This is an optimization exercise on Yosys and OpenROAD, whose aim is small area, a short achievable clock period and few clock cycles, not a production implementation.
Function was checked by simulation only, so behaviour that the tests miss may differ from the original.

==> inputs of try-quartz <==
## matrix_mac_top
module matrix_mac_top (
        input  logic                        clk,
        input  logic                        rst,
        input  logic                        trg,
        input  logic [COL_W-1:0]            num_cols,
        input  logic [BEAT_W-1:0]           num_beats,
        input  logic [NUM_LANES*WORD_W-1:0] adc_rdat,
        input  logic [WORD_W-1:0]           coe_rdat,
        input  logic                        res_credit,
        output logic [BEAT_W-1:0]           adc_adr,
        output logic [COE_ADR_W-1:0]        coe_adr,
        output logic                        busy,
        output logic                        res_valid,
        output logic [LANE_W-1:0]           res_lane,
        output logic [ACC_W-1:0]            res_dat
);
==> flow/config.mk <==
export PLATFORM = sky130hd
export DESIGN_NAME = matrix_mac_top
export DESIGN_NICKNAME = matrix_mac_top
export VERILOG_FILES = /design/flow/design.v
export SDC_FILE = /design/flow/constraint.sdc
export NUM_CORES = 4
export LEC_CHECK = 0
export ABC_CLOCK_PERIOD_IN_PS = 4000
export CAP_MARGIN = 20
export CORE_MARGIN = 2
export CORE_UTILIZATION = 40
export SETUP_SLACK_MARGIN = 5
export SLEW_MARGIN = 20
==> flow/constraint.sdc <==
create_clock -name core_clock -period 10.0 [get_ports {clk}]
set_input_delay 2.0000 -clock core_clock [delete_from_list [all_inputs] [get_ports {clk}]]
set_output_delay 2.0000 -clock core_clock [all_outputs]
set_load 0.01 [all_outputs]
standard.sh (not shown) runs the stock make flow with config.mk's settings and CLKGATE_MAP_FILE= SYNTH_SCRIPT=/design/flow/synth_recipe.tcl, a recipe that flattens the netlist after the stock synthesis.
==> flow/flow/run.sh <==
#!/bin/bash
# Layout flow: the standard ORFS flow, with the synthesis script changed so that
# Yosys's generic "synth -run fine:" step skips its quick ABC pass (-noabc). That pass
# scrambles the polarity of the carry-save adder trees, which extract_fa then maps with
# extra inverters. Registers and everything after synthesis are as in the standard flow.
# Extra ORFS variables for the layout steps are read from flow/extra_vars.txt.
set -euo pipefail
D=$(pwd)
mkdir -p "$D/mylogs"
sed -e 's/synth -top \$::env(DESIGN_NAME) -run fine: {\*}\$synth_full_args/synth -top $::env(DESIGN_NAME) -run fine: -noabc {*}$synth_full_args/' \
    "$FLOW_HOME/scripts/synth.tcl" > "$D/synth_noabc.tcl"
grep -q 'run fine: -noabc' "$D/synth_noabc.tcl"
sed -e "s#source \$::env(SCRIPTS_DIR)/synth.tcl#source $D/synth_noabc.tcl#" synth_recipe.tcl > "$D/my_synth.tcl"
grep -q "synth_noabc.tcl" "$D/my_synth.tcl"
EXTRA=""
if [[ -f flow/extra_vars.txt ]]; then EXTRA=$(grep -v '^#' flow/extra_vars.txt | tr '\n' ' '); fi
sed -e "s#SYNTH_SCRIPT=[^ ]*#SYNTH_SCRIPT=$D/my_synth.tcl#" \
    -e "s#\"\${@:-finish}\"#$EXTRA \"\${@:-finish}\"#" standard.sh > "$D/my_standard.sh"
grep -q "my_synth.tcl" "$D/my_standard.sh"
bash "$D/my_standard.sh" > "$D/mylogs/flow_make.log" 2>&1
==> flow/flow/extra_vars.txt <==
SETUP_SLACK_MARGIN=5.5
==> try-yarrow (differences from try-quartz) <==
==> flow/flow/extra_vars.txt (replaced) <==
SETUP_SLACK_MARGIN=6.0
==> qor summary <==
metric	try-yarrow	try-quartz
Outcome	timing/DRC/antenna clean	timing/DRC/antenna clean
Register area	33900 µm²	33300 µm²
Fin crit share	45.7%	46.6%
Minimum clock period after layout	4570 ps	4660 ps
DRT Wirelength	482000 µm	466000 µm
Number of cells on the critical path	18	16
Layout overhead on the synthesized area	20.5%	12.8%
Fin worst setup slack	5430 ps	5340 ps
Number of global-route vias before repair	96400	94500
Total GRT Usage	28.8%	28.3%
Antenna violations before repair	61	58
Worst slew pin tran	1170 ps	1160 ps
Peak Freq	219 MHz	214 MHz
Testbench counts of try-quartz, summed over its fixed seeds: cycles 38,803.
Testbench counts of try-yarrow, summed over its fixed seeds: cycles 38,803.

---

==> run a: inputs <==
matrix_mac_top, a different RTL version from the one above (not shown whole).
clock: 10.0 ns
lec_check: 0
abc_clock_period_in_ps: 4000
cap_margin: 20
core_margin: 2
core_utilization: 40
cts_cluster_diameter: 100
cts_cluster_size: 20
setup_slack_margin: 5
slew_margin: 20
==> flow/flow/run.sh <==
#!/bin/bash
# Layout flow: the standard ORFS flow, with the synthesis script changed so that
# Yosys's generic "synth -run fine:" step skips its quick ABC pass (-noabc). That pass
# scrambles the polarity of the carry-save adder trees, which extract_fa then maps with
# extra inverters. Registers and everything after synthesis are as in the standard flow.
# Extra ORFS variables for the layout steps (e.g. a tighter setup slack margin for the
# repair steps) are read from flow/extra_vars.txt.
set -euo pipefail
D=$(pwd)
mkdir -p "$D/mylogs"
sed -e 's/synth -top \$::env(DESIGN_NAME) -run fine: {\*}\$synth_full_args/synth -top $::env(DESIGN_NAME) -run fine: -noabc {*}$synth_full_args/' \
    "$FLOW_HOME/scripts/synth.tcl" > "$D/synth_noabc.tcl"
grep -q 'run fine: -noabc' "$D/synth_noabc.tcl"
sed -e "s#source \$::env(SCRIPTS_DIR)/synth.tcl#source $D/synth_noabc.tcl#" synth_recipe.tcl > "$D/my_synth.tcl"
grep -q "synth_noabc.tcl" "$D/my_synth.tcl"
EXTRA=""
if [[ -f flow/extra_vars.txt ]]; then EXTRA=$(grep -v '^#' flow/extra_vars.txt | tr '\n' ' '); fi
sed -e "s#SYNTH_SCRIPT=[^ ]*#SYNTH_SCRIPT=$D/my_synth.tcl#" \
    -e "s#\"\${@:-finish}\"#$EXTRA \"\${@:-finish}\"#" standard.sh > "$D/my_standard.sh"
grep -q "my_synth.tcl" "$D/my_standard.sh"
bash "$D/my_standard.sh" > "$D/mylogs/flow_make.log" 2>&1
==> flow/flow/extra_vars.txt <==
SETUP_SLACK_MARGIN=5.85
==> run b (differences from run a) <==
==> flow/flow/extra_vars.txt (replaced) <==
SETUP_SLACK_MARGIN=5.7
==> results.txt <==
metric	run b	run a
Result of the run	complete, no violations	complete, no violations
Met3 WL post-DR	48.9 mm	50.3 mm
Global Route met1 Usage	38.1%	38.4%
Worst-margin pin slew	1130 ps	1150 ps
Worst-case reg-to-reg path depth	8	7
Antenna Diode Count	29	34
Via-per-instance ratio	6.00	5.99
Period utilisation layout	42.8%	41.5%
Clock Network Area Fraction	2.25%	2.22%
Reg2reg setup slack	5720 ps	5850 ps
Worst r2r dst	g_lane[0].i_mac_lane.c_r[19]$_DFF_P_	g_lane[2].i_mac_lane.c_r[16]$_DFF_P_
Final hold slack	334 ps	333 ps
Post-detailed-routing wire length	468 mm	471 mm
Area of the multi-input gates	86,300 sq um	86,900 sq um
Testbench counts of run a, summed over its fixed seeds: cycles 38,803.
Testbench counts of run b, summed over its fixed seeds: cycles 38,803.

[static timing again, ports no longer ideal]
The results above use ideal ports. As a check the final layouts listed here were re-extracted and re-timed, cells and wires unchanged. Step 1, drivers: a clkbuf_16 drives clk and a buf_2 each remaining input, both assumed. Step 2 moves the port delays by t, midway between the first and last clock arrival at a register: inputs arrive t later, outputs are due t later. That takes back most of the time a late clock gives input paths. Slacks: no drivers / after step 1 / after step 2; pairs: no drivers / after step 1.
run	shift t [ns]	setup slack, ns	worst hold slack (ns)	worst register clock-pin slew, ns	cell pins on the clock port's net
try-quartz	0.941	5.335 / 5.335 / 4.620	0.310 / 0.310 / 0.310	0.07 / 0.07	1
try-yarrow	0.938	5.432 / 5.432 / 4.629	0.316 / 0.316 / 0.316	0.07 / 0.07	1
run a	0.968	5.853 / 5.853 / 4.940	0.333 / 0.333 / 0.333	0.09 / 0.09	1
run b	0.972	5.724 / 5.724 / 4.789	0.334 / 0.334 / 0.334	0.09 / 0.09	1
After both steps setup and hold are still met in every run listed. The setup slack of run b, which loses most, moves by 0.000 ns with the drivers and by -0.935 ns with both steps.
